This is an optimization exercise on Yosys and OpenROAD, whose aim is small area, not a production implementation. In this exercise RTL edits were held to simulation tests only and were not proved equivalent to the original. No activity file was given, so power comes from the tool's default toggle rates.

## vga_object_compositor
module vga_object_compositor #(
    parameter int NUM_OBJ = 16,
    parameter int COORD_W = 10,
    parameter int COLOR_W = 10,
    parameter int TYPE_W  = 10
) (
    input  logic                       iVGA_CLK,
    input  logic                       iRST,
    input  logic [COORD_W-1:0]         iVGA_X,
    input  logic [COORD_W-1:0]         iVGA_Y,
    input  logic                       iFrame_Start,
    input  logic                       iWr_Valid,
    output logic                       oWr_Ready,
    input  logic [$clog2(NUM_OBJ)-1:0] iWr_Idx,
    input  logic [COORD_W-1:0]         iWr_X,
    input  logic [COORD_W-1:0]         iWr_Y,
    input  logic [COORD_W-1:0]         iWr_W,
    input  logic [COORD_W-1:0]         iWr_H,
    input  logic [TYPE_W-1:0]          iWr_Type,
    input  logic                       iWr_En,
    output logic [COLOR_W-1:0]         oRed,
    output logic [COLOR_W-1:0]         oGreen,
    output logic [COLOR_W-1:0]         oBlue,
    output logic                       oHit_Valid,
    output logic [$clog2(NUM_OBJ)-1:0] oHit_Idx
);
==> flow/config.mk <==
export PLATFORM = sky130hd
export DESIGN_NAME = vga_object_compositor
export DESIGN_NICKNAME = vga_object_compositor
export VERILOG_FILES = /design/flow/design.v
export SDC_FILE = /design/flow/constraint.sdc
export NUM_CORES = 4
export LEC_CHECK = 0
export CAP_MARGIN = 20
export CORE_MARGIN = 2
export CORE_UTILIZATION = 65
export SLEW_MARGIN = 20
==> flow/constraint.sdc <==
create_clock -name core_clock -period 5.0 [get_ports {iVGA_CLK}]
set_input_delay 1.0000 -clock core_clock [delete_from_list [all_inputs] [get_ports {iVGA_CLK}]]
set_output_delay 1.0000 -clock core_clock [all_outputs]
set_load 0.01 [all_outputs]
standard.sh (not shown) runs the stock make flow with config.mk's settings and CLKGATE_MAP_FILE= SYNTH_SCRIPT=/design/flow/synth_recipe.tcl, a recipe that flattens the netlist after the stock synthesis.
==> flow/flow/run.sh <==
#!/bin/bash
# Own layout flow: the standard synthesis, then an area-oriented re-mapping of the
# combinational logic only (every register instance is kept as the standard synthesis made
# it), then the standard ORFS flow from floorplan on, with a smaller port buffer and a
# clock tree built from clkbuf_8 leaf clusters without dummy loads.
set -euo pipefail
W=$(pwd)
F=$W/flow
R=$W/orfs/results/${FLOW_PLATFORM}/vga_object_compositor/base
LIB=$FLOW_HOME/platforms/${FLOW_PLATFORM}/lib/sky130_fd_sc_hd__tt_025C_1v80.lib
YOSYS=$FLOW_HOME/../tools/install/yosys/bin/yosys
[ -x "$YOSYS" ] || YOSYS=yosys

# 1. Standard synthesis.
bash standard.sh synth > $W/log_1_synth.txt 2>&1
cp $R/1_2_yosys.v $W/synth_standard.v

# 2. Re-map the combinational logic for area.
SEQ=$(grep -o "sky130_fd_sc_hd__[a-z0-9_]*" $W/synth_standard.v | sort -u | grep -E "__(s?e?df|dl)" | tr '\n' ' ')
DONTUSE=""
for c in $(cat $F/dont_use.txt); do DONTUSE="$DONTUSE -dont_use $c"; done
IN=$W/synth_standard.v OUT=$W/synth_remap.v LIB=$LIB TOP=$FLOW_TOP DONTUSE="$DONTUSE" \
  SCRIPT=$F/area.abc SEQ="$SEQ" $YOSYS -c $F/remap.tcl > $W/log_2_remap.txt 2>&1
cp $W/synth_remap.v $R/1_2_yosys.v
rm -f $R/1_synth.odb
bash standard.sh synth > $W/log_3_synth_odb.txt 2>&1

# 3. Floorplan to final layout.
CTS="-sink_clustering_enable -repair_clock_nets -dont_use_dummy_load -buf_list sky130_fd_sc_hd__clkbuf_8 -sink_clustering_size 18 -sink_clustering_max_diameter 80"
bash standard.sh "CTS_ARGS=$CTS" "BUFFER_PORTS_ARGS=-buffer_cell sky130_fd_sc_hd__buf_1" finish > $W/log_4_layout.txt 2>&1
==> flow/flow/area.abc <==
strash
ifraig
dc2
&get -n
&deepsyn -T 60
&put
strash
&get -n
&dch -f
&nf -a -R 1000 -E 0
&put
topo
Other scripts of this flow, unchanged in this note and not shown: flow/flow/dont_use.txt, flow/flow/remap.tcl
Next try:
==> flow/flow/area.abc (replaced) <==
strash
ifraig
dc2
&get -n
&deepsyn -T 60
&put
strash
dch -f
map -a
topo
CORE_UTILIZATION = 70   (was 65)
PLACE_DENSITY = 0.8   (was unset)
Result:
- final area decreases slightly
- global-route usage went up by 2.0 points
- worst hold slack got worse by 0.030 ns
- worst setup slack is better by 0.20 ns
- core utilization increases by 4.9 points
- first-iteration DRC count went up by a quarter to a third
Next try:
CAP_MARGIN = 10   (was 20)
CORE_UTILIZATION = 75   (was 70)
PLACE_DENSITY = 0.86   (was 0.8)
SLEW_MARGIN = 10   (was 20)
=>
- register-to-register slack loses 0.12 ns
- first-iteration DRC count rises by 27%
- worst setup slack loses 0.013 ns
- count of clock-buffer cells in the layout is unchanged
- hold slack gains 0.012 ns
- sequential power is about the same
- die area falls by 6.6%
- clock skew rises by 0.017 ns
- cell count falls by 2.1%
Next try:
--- a/flow/flow/run.sh
+++ b/flow/flow/run.sh
@@ -29 +29 @@
-CTS="-sink_clustering_enable -repair_clock_nets -dont_use_dummy_load -buf_list sky130_fd_sc_hd__clkbuf_8 -sink_clustering_size 18 -sink_clustering_max_diameter 80"
+CTS="-sink_clustering_enable -repair_clock_nets -dont_use_dummy_load -buf_list sky130_fd_sc_hd__clkbuf_8 -sink_clustering_size 20 -sink_clustering_max_diameter 60"
==> flow/flow/area.abc (replaced) <==
strash
ifraig
scorr
dc2
strash
dch -f
map -a -B 0
topo
strash
dch -f
map -a -B 0
topo
CAP_MARGIN = 20   (was 10)
CORE_UTILIZATION = 65   (was 75)
PLACE_DENSITY = unset   (was 0.86)
SLEW_MARGIN = 20   (was 10)
The changed run finished clean.
Die area came out higher by about a fifth.
Setup slack is better by 0.29 ns.
Sequential cell count is unchanged.
Wire length barely changes.
Clock skew came out lower by 0.043 ns.
Cell area came out higher slightly.
Final cell count came out higher by a few percent.
Area after synthesis stays flat.
Total power came out higher slightly.

---

05-27:
Another version of the RTL of vga_object_compositor (not shown whole).
For scale: about 3300 cells after synthesis, about 120 I/O pins.
clock: 5.0 ns
lec_check: 0
cap_margin: 20
core_margin: 2
core_utilization: 65
cts_buf_list: sky130_fd_sc_hd__clkbuf_4 sky130_fd_sc_hd__clkbuf_8
cts_cluster_size: 20
slew_margin: 20
run.sh (not shown) runs the stock make flow with config.mk's settings and CLKGATE_MAP_FILE= SYNTH_SCRIPT=/design/flow/synth_recipe.tcl, a recipe that flattens the netlist after the stock synthesis.
Stock flow here: none of the scripts above is used.
05-27 reached the final stage; the timing, DRC and antenna checks on its layout passed.
diff inputs: 05-27 => 11-23
# 05-27
export LEC_CHECK = 0
export CAP_MARGIN = 20
export CORE_MARGIN = 2
export CORE_UTILIZATION = 65
export CTS_BUF_LIST = sky130_fd_sc_hd__clkbuf_4 sky130_fd_sc_hd__clkbuf_8
export CTS_CLUSTER_SIZE = 20
export SLEW_MARGIN = 20
create_clock -name core_clock -period 5.0 [get_ports {iVGA_CLK}]
# 11-23
export LEC_CHECK = 0
export CAP_MARGIN = 20
export CORE_MARGIN = 2
export CORE_UTILIZATION = 65
export SLEW_MARGIN = 20
create_clock -name core_clock -period 5.0 [get_ports {iVGA_CLK}]
[summary]
- Final routed wirelength across all metal layers ended up 0.80% higher on 11-23 than on 05-27.
- Of 05-27 and 11-23, 11-23 shows the lower required time at the endpoint of the critical path, with 05-27 above it.
- 11-23 finished every stage and its layout cleared the timing, DRC and antenna checks.
- 11-23 vs. 05-27: total power of the final layout now larger; global-route wire length before repair shows an increase of about 1%; total inserted antenna cells lower; average wire per standard cell picked up an extra 3.5%; routed length on met2 saw an increase.

---

The RTL this note starts from:
==> flow/design.v <==
module vga_object_compositor #(
    parameter int NUM_OBJ = 16,
    parameter int COORD_W = 10,
    parameter int COLOR_W = 10,
    parameter int TYPE_W  = 10
) (
    input  logic                       iVGA_CLK,
    input  logic                       iRST,
    input  logic [COORD_W-1:0]         iVGA_X,
    input  logic [COORD_W-1:0]         iVGA_Y,
    input  logic                       iFrame_Start,
    input  logic                       iWr_Valid,
    output logic                       oWr_Ready,
    input  logic [$clog2(NUM_OBJ)-1:0] iWr_Idx,
    input  logic [COORD_W-1:0]         iWr_X,
    input  logic [COORD_W-1:0]         iWr_Y,
    input  logic [COORD_W-1:0]         iWr_W,
    input  logic [COORD_W-1:0]         iWr_H,
    input  logic [TYPE_W-1:0]          iWr_Type,
    input  logic                       iWr_En,
    output logic [COLOR_W-1:0]         oRed,
    output logic [COLOR_W-1:0]         oGreen,
    output logic [COLOR_W-1:0]         oBlue,
    output logic                       oHit_Valid,
    output logic [$clog2(NUM_OBJ)-1:0] oHit_Idx
);
    localparam int IDX_W = $clog2(NUM_OBJ);
    localparam logic [2:0] C_OFF  = 3'b000;
    localparam logic [2:0] C_101  = 3'b001;
    localparam logic [2:0] C_102  = 3'b010;
    localparam logic [2:0] C_201  = 3'b011;
    localparam logic [2:0] C_202  = 3'b101;
    localparam logic [2:0] C_302  = 3'b110;
    localparam logic [2:0] C_OTH  = 3'b111;
    function automatic logic [2:0] classify(input logic [TYPE_W-1:0] kind);
        case (kind)
            TYPE_W'(101): classify = C_101;
            TYPE_W'(102): classify = C_102;
            TYPE_W'(201): classify = C_201;
            TYPE_W'(202): classify = C_202;
            TYPE_W'(302): classify = C_302;
            default:      classify = C_OTH;
        endcase
    endfunction
    function automatic logic [COORD_W-1:0] last_coord(input logic [COORD_W-1:0] p,
                                                      input logic [COORD_W-1:0] s);
        logic [COORD_W:0] e;
        e = {1'b0, p} + {1'b0, s} - 1'b1;
        last_coord = e[COORD_W] ? '1 : e[COORD_W-1:0];
    endfunction
    function automatic logic geq(input logic [COORD_W-1:0] a, input logic [COORD_W-1:0] b);
        logic c;
        c = 1'b1;
        for (int k = 0; k < COORD_W; k++) begin
            c = (a[k] & ~b[k]) | (c & (a[k] | ~b[k]));
        end
        geq = c;
    endfunction
    function automatic logic geqn(input logic [COORD_W-1:0] a, input logic [COORD_W-1:0] nb);
        logic c;
        c = 1'b1;
        for (int k = 0; k < COORD_W; k++) begin
            c = (a[k] & nb[k]) | (c & (a[k] | nb[k]));
        end
        geqn = c;
    endfunction
    logic wr_ready;
    assign wr_ready  = !iRST && !iFrame_Start;
    assign oWr_Ready = wr_ready;
    logic [COORD_W-1:0] w_xl, w_yl;
    logic [2:0]         w_cls;
    assign w_xl  = last_coord(iWr_X, iWr_W);
    assign w_yl  = last_coord(iWr_Y, iWr_H);
    assign w_cls = (iWr_En && (iWr_W != '0) && (iWr_H != '0)) ? classify(iWr_Type) : C_OFF;
    logic [COORD_W-1:0] sh_x [NUM_OBJ];
    logic [COORD_W-1:0] sh_xl[NUM_OBJ];
    logic [COORD_W-1:0] sh_y [NUM_OBJ];
    logic [COORD_W-1:0] sh_yl[NUM_OBJ];
    logic [2:0]         sh_c [NUM_OBJ];
    logic [COORD_W-1:0] ac_x [NUM_OBJ];
    logic [COORD_W-1:0] ac_xl[NUM_OBJ];
    logic [COORD_W-1:0] ac_y [NUM_OBJ];
    logic [COORD_W-1:0] ac_yl[NUM_OBJ];
    logic [2:0]         ac_c [NUM_OBJ];
    logic               ac_live;
    always_ff @(posedge iVGA_CLK) begin
        for (int i = 0; i < NUM_OBJ; i++) begin
            if (iRST) begin
                sh_c[i][1:0] <= 2'b00;
            end else if (wr_ready && iWr_Valid && (iWr_Idx == IDX_W'(i))) begin
                sh_x[i]  <= ~iWr_X;
                sh_xl[i] <= w_xl;
                sh_y[i]  <= ~iWr_Y;
                sh_yl[i] <= w_yl;
                sh_c[i]  <= w_cls;
            end
        end
    end
    always_ff @(posedge iVGA_CLK) begin
        if (iRST) begin
            ac_live <= 1'b0;
        end else if (iFrame_Start) begin
            ac_live <= 1'b1;
        end
    end
    always_ff @(posedge iVGA_CLK) begin
        if (iFrame_Start) begin
            for (int i = 0; i < NUM_OBJ; i++) begin
                ac_x[i]  <= sh_x[i];
                ac_xl[i] <= sh_xl[i];
                ac_y[i]  <= sh_y[i];
                ac_yl[i] <= sh_yl[i];
                ac_c[i]  <= sh_c[i];
            end
        end
    end
    logic [NUM_OBJ-1:0] hit;
    always_comb begin
        for (int i = 0; i < NUM_OBJ; i++) begin
            hit[i] = (ac_c[i][1:0] != 2'b00) &&
                     geqn(iVGA_X, ac_x[i]) && geq(ac_xl[i], iVGA_X) &&
                     geqn(iVGA_Y, ac_y[i]) && geq(ac_yl[i], iVGA_Y);
        end
    end
    logic [IDX_W-1:0] win_idx;
    logic [2:0]       win_cls;
    always_comb begin
        win_idx = IDX_W'(NUM_OBJ - 1);
        win_cls = C_OFF;
        for (int i = NUM_OBJ - 1; i >= 0; i--) begin
            if (hit[i]) begin
                win_idx = IDX_W'(i);
                win_cls = ac_c[i];
            end
        end
    end
    logic [IDX_W-1:0] idx_p1, idx_p2;
    logic [2:0]       cls_p1, cls_p2;
    logic             vld_p2;
    always_ff @(posedge iVGA_CLK) begin
        idx_p1      <= win_idx;
        cls_p1[2]   <= win_cls[2];
        cls_p1[1:0] <= (iRST || !ac_live) ? 2'b00 : win_cls[1:0];
        idx_p2      <= idx_p1;
        cls_p2[2]   <= cls_p1[2];
        cls_p2[1:0] <= iRST ? 2'b00 : cls_p1[1:0];
    end
    assign vld_p2 = (cls_p2[1:0] != 2'b00);
    logic [7:0] r8, g8, b8;
    always_comb begin
        case (cls_p2)
            C_101:   begin r8 = 8'd0;   g8 = 8'd255; b8 = 8'd0;   end
            C_102:   begin r8 = 8'd255; g8 = 8'd255; b8 = 8'd0;   end
            C_201:   begin r8 = 8'd153; g8 = 8'd0;   b8 = 8'd0;   end
            C_202:   begin r8 = 8'd0;   g8 = 8'd255; b8 = 8'd255; end
            C_302:   begin r8 = 8'd204; g8 = 8'd0;   b8 = 8'd204; end
            C_OTH:   begin r8 = 8'd255; g8 = 8'd255; b8 = 8'd255; end
            default: begin r8 = 8'd0;   g8 = 8'd0;   b8 = 8'd0;   end
        endcase
    end
    assign oRed       = {2'b00, r8};
    assign oGreen     = {2'b00, g8};
    assign oBlue      = {2'b00, b8};
    assign oHit_Valid = vld_p2;
    assign oHit_Idx   = vld_p2 ? idx_p2 : '0;
endmodule
export LEC_CHECK = 0
export CAP_MARGIN = 20
export CORE_MARGIN = 2
export CORE_UTILIZATION = 70
export PLACE_DENSITY = 0.8
export SLEW_MARGIN = 20
create_clock -name core_clock -period 5.0 [get_ports {iVGA_CLK}]
standard.sh (not shown) runs the stock make flow with config.mk's settings and CLKGATE_MAP_FILE= SYNTH_SCRIPT=/design/flow/synth_recipe.tcl, a recipe that flattens the netlist after the stock synthesis.
==> flow/flow/run.sh <==
#!/bin/bash
# Own layout flow: the standard synthesis, then an area-oriented re-mapping of the
# combinational logic only (every register instance is kept as the standard synthesis made
# it), then the standard ORFS flow from floorplan on, with a smaller port buffer and a
# clock tree built from clkbuf_8 leaf clusters without dummy loads.
set -euo pipefail
W=$(pwd)
F=$W/flow
R=$W/orfs/results/${FLOW_PLATFORM}/vga_object_compositor/base
LIB=$FLOW_HOME/platforms/${FLOW_PLATFORM}/lib/sky130_fd_sc_hd__tt_025C_1v80.lib
YOSYS=$FLOW_HOME/../tools/install/yosys/bin/yosys
[ -x "$YOSYS" ] || YOSYS=yosys

# 1. Standard synthesis.
bash standard.sh synth > $W/log_1_synth.txt 2>&1
cp $R/1_2_yosys.v $W/synth_standard.v

# 2. Re-map the combinational logic for area.
SEQ=$(grep -o "sky130_fd_sc_hd__[a-z0-9_]*" $W/synth_standard.v | sort -u | grep -E "__(s?e?df|dl)" | tr '\n' ' ')
DONTUSE=""
for c in $(cat $F/dont_use.txt); do DONTUSE="$DONTUSE -dont_use $c"; done
IN=$W/synth_standard.v OUT=$W/synth_remap.v LIB=$LIB TOP=$FLOW_TOP DONTUSE="$DONTUSE" \
  SCRIPT=$F/area.abc SEQ="$SEQ" $YOSYS -c $F/remap.tcl > $W/log_2_remap.txt 2>&1
cp $W/synth_remap.v $R/1_2_yosys.v
rm -f $R/1_synth.odb
bash standard.sh synth > $W/log_3_synth_odb.txt 2>&1

# 3. Floorplan to final layout.
CTS="-sink_clustering_enable -repair_clock_nets -dont_use_dummy_load -buf_list sky130_fd_sc_hd__clkbuf_8 -sink_clustering_size 18 -sink_clustering_max_diameter 80"
bash standard.sh "CTS_ARGS=$CTS" "BUFFER_PORTS_ARGS=-buffer_cell sky130_fd_sc_hd__buf_1" finish > $W/log_4_layout.txt 2>&1
==> flow/flow/area.abc <==
strash
ifraig
dc2
&get -n
&deepsyn -T 60
&put
strash
&get -n
&dch -f
&nf -a -R 1000 -E 0
&put
topo
Other scripts of this flow, unchanged in this note and not shown: flow/flow/dont_use.txt, flow/flow/remap.tcl
The first run completed without violations.
==> next run, changes <==
--- a/flow/flow/run.sh
+++ b/flow/flow/run.sh
@@ -29 +29 @@
-CTS="-sink_clustering_enable -repair_clock_nets -dont_use_dummy_load -buf_list sky130_fd_sc_hd__clkbuf_8 -sink_clustering_size 18 -sink_clustering_max_diameter 80"
+CTS="-sink_clustering_enable -repair_clock_nets -dont_use_dummy_load -buf_list sky130_fd_sc_hd__clkbuf_8 -sink_clustering_size 18 -sink_clustering_max_diameter 60"
==> flow/flow/area.abc (replaced) <==
strash
ifraig
scorr
dc2
strash
dch -f
map -a -B 0
topo
strash
dch -f
map -a -B 0
topo
- CORE_UTILIZATION: 70 -> 65
- PLACE_DENSITY: 0.8 -> not set
Result: Clock power goes up by about 3%; clock-buffer cell count rises by 5; clock skew increases by 28 ps; sequential share of layout area fell by 0.68 points; hold slack barely changes; design area goes up by 0.90%; combinational power climbs by about 8%.
==> next run, changes <==
--- a/flow/flow/run.sh
+++ b/flow/flow/run.sh
@@ -29 +29 @@
-CTS="-sink_clustering_enable -repair_clock_nets -dont_use_dummy_load -buf_list sky130_fd_sc_hd__clkbuf_8 -sink_clustering_size 18 -sink_clustering_max_diameter 60"
+CTS="-sink_clustering_enable -repair_clock_nets -dont_use_dummy_load -buf_list sky130_fd_sc_hd__clkbuf_8 -sink_clustering_size 18 -sink_clustering_max_diameter 80"
==> flow/flow/area.abc (replaced) <==
strash
ifraig
dc2
&get -n
&deepsyn -T 60
&put
strash
dch -f
map -a
topo
- CORE_UTILIZATION: 65 -> 75
- PLACE_DENSITY: not set -> 0.86
=> Global-route usage is higher by 5.1 points. Register-to-register slack got worse by 370 ps. Design area is lower by 1.4%. Sequential power barely changes. Total power is lower by 1.5%. Die area is lower by 13%.
==> next run, changes <==
- CORE_UTILIZATION: 75 -> 65
- PLACE_DENSITY: 0.86 -> not set
Result: The changed run ran to the end with no violations. Via count is lower by a few percent. Synthesized cell count does not change. Setup slack gains 220 ps. Power hardly moves.

-- static timing again, ports no longer ideal --
The results above use ideal ports. As a check the final layouts listed here were re-extracted and re-timed, cells and wires unchanged.
Step 1: set_driving_cell puts a clkbuf_16 on iVGA_CLK and a buf_2 on each other input, an assumption about the parent block.
Step 2 adds t to the input delays and takes it off the output delays; t is the mean of the earliest and latest rising clock arrival at the registers after step 1. Input paths then give back, and output paths get back, about the clock's delay inside the block.
Three values: ideal, step 1, step 2; two values: the first two.
run | t (ns) | setup WS [ns] | hold slack, ns | worst setup path at the end | worst slew at a driven data input, ns
the first run of note 1 | 0.791 | 0.322 / 0.353 / -0.438 | 0.364 / 0.364 / 0.364 | input to register | 0.12
the second run of note 1 | 0.772 | 0.526 / 0.572 / -0.200 | 0.334 / 0.334 / 0.334 | input to register | 0.12
the third run of note 1 | 0.784 | 0.512 / 0.550 / -0.234 | 0.346 / 0.346 / 0.346 | input to register | 0.14
the fourth run of note 1 | 0.754 | 0.799 / 0.845 / 0.091 | 0.348 / 0.348 / 0.348 | input to register | 0.17
05-27 | 0.945 | 0.406 / 0.450 / -0.495 | 0.395 / 0.395 / 0.395 | input to register | 0.10
11-23 | 0.799 | 0.368 / 0.420 / -0.379 | 0.394 / 0.394 / 0.394 | input to register | 0.10
the first run of note 3 | 0.775 | 0.212 / 0.177 / -0.598 | 0.336 / 0.336 / 0.336 | input to register | 0.14
the second run of note 3 | 0.768 | 0.824 / 0.851 / 0.083 | 0.333 / 0.333 / 0.333 | input to register | 0.18
the third run of note 3 | 0.780 | 0.489 / 0.527 / -0.253 | 0.345 / 0.345 / 0.345 | input to register | 0.14
the fourth run of note 3 | 0.772 | 0.706 / 0.737 / -0.035 | 0.338 / 0.338 / 0.338 | input to register | 0.13
With both steps, setup timing fails in 8 of these runs, where it was met with ideal ports. The setup slack of 05-27, which loses most, moves by +0.044 ns with the drivers and by -0.901 ns with both steps.
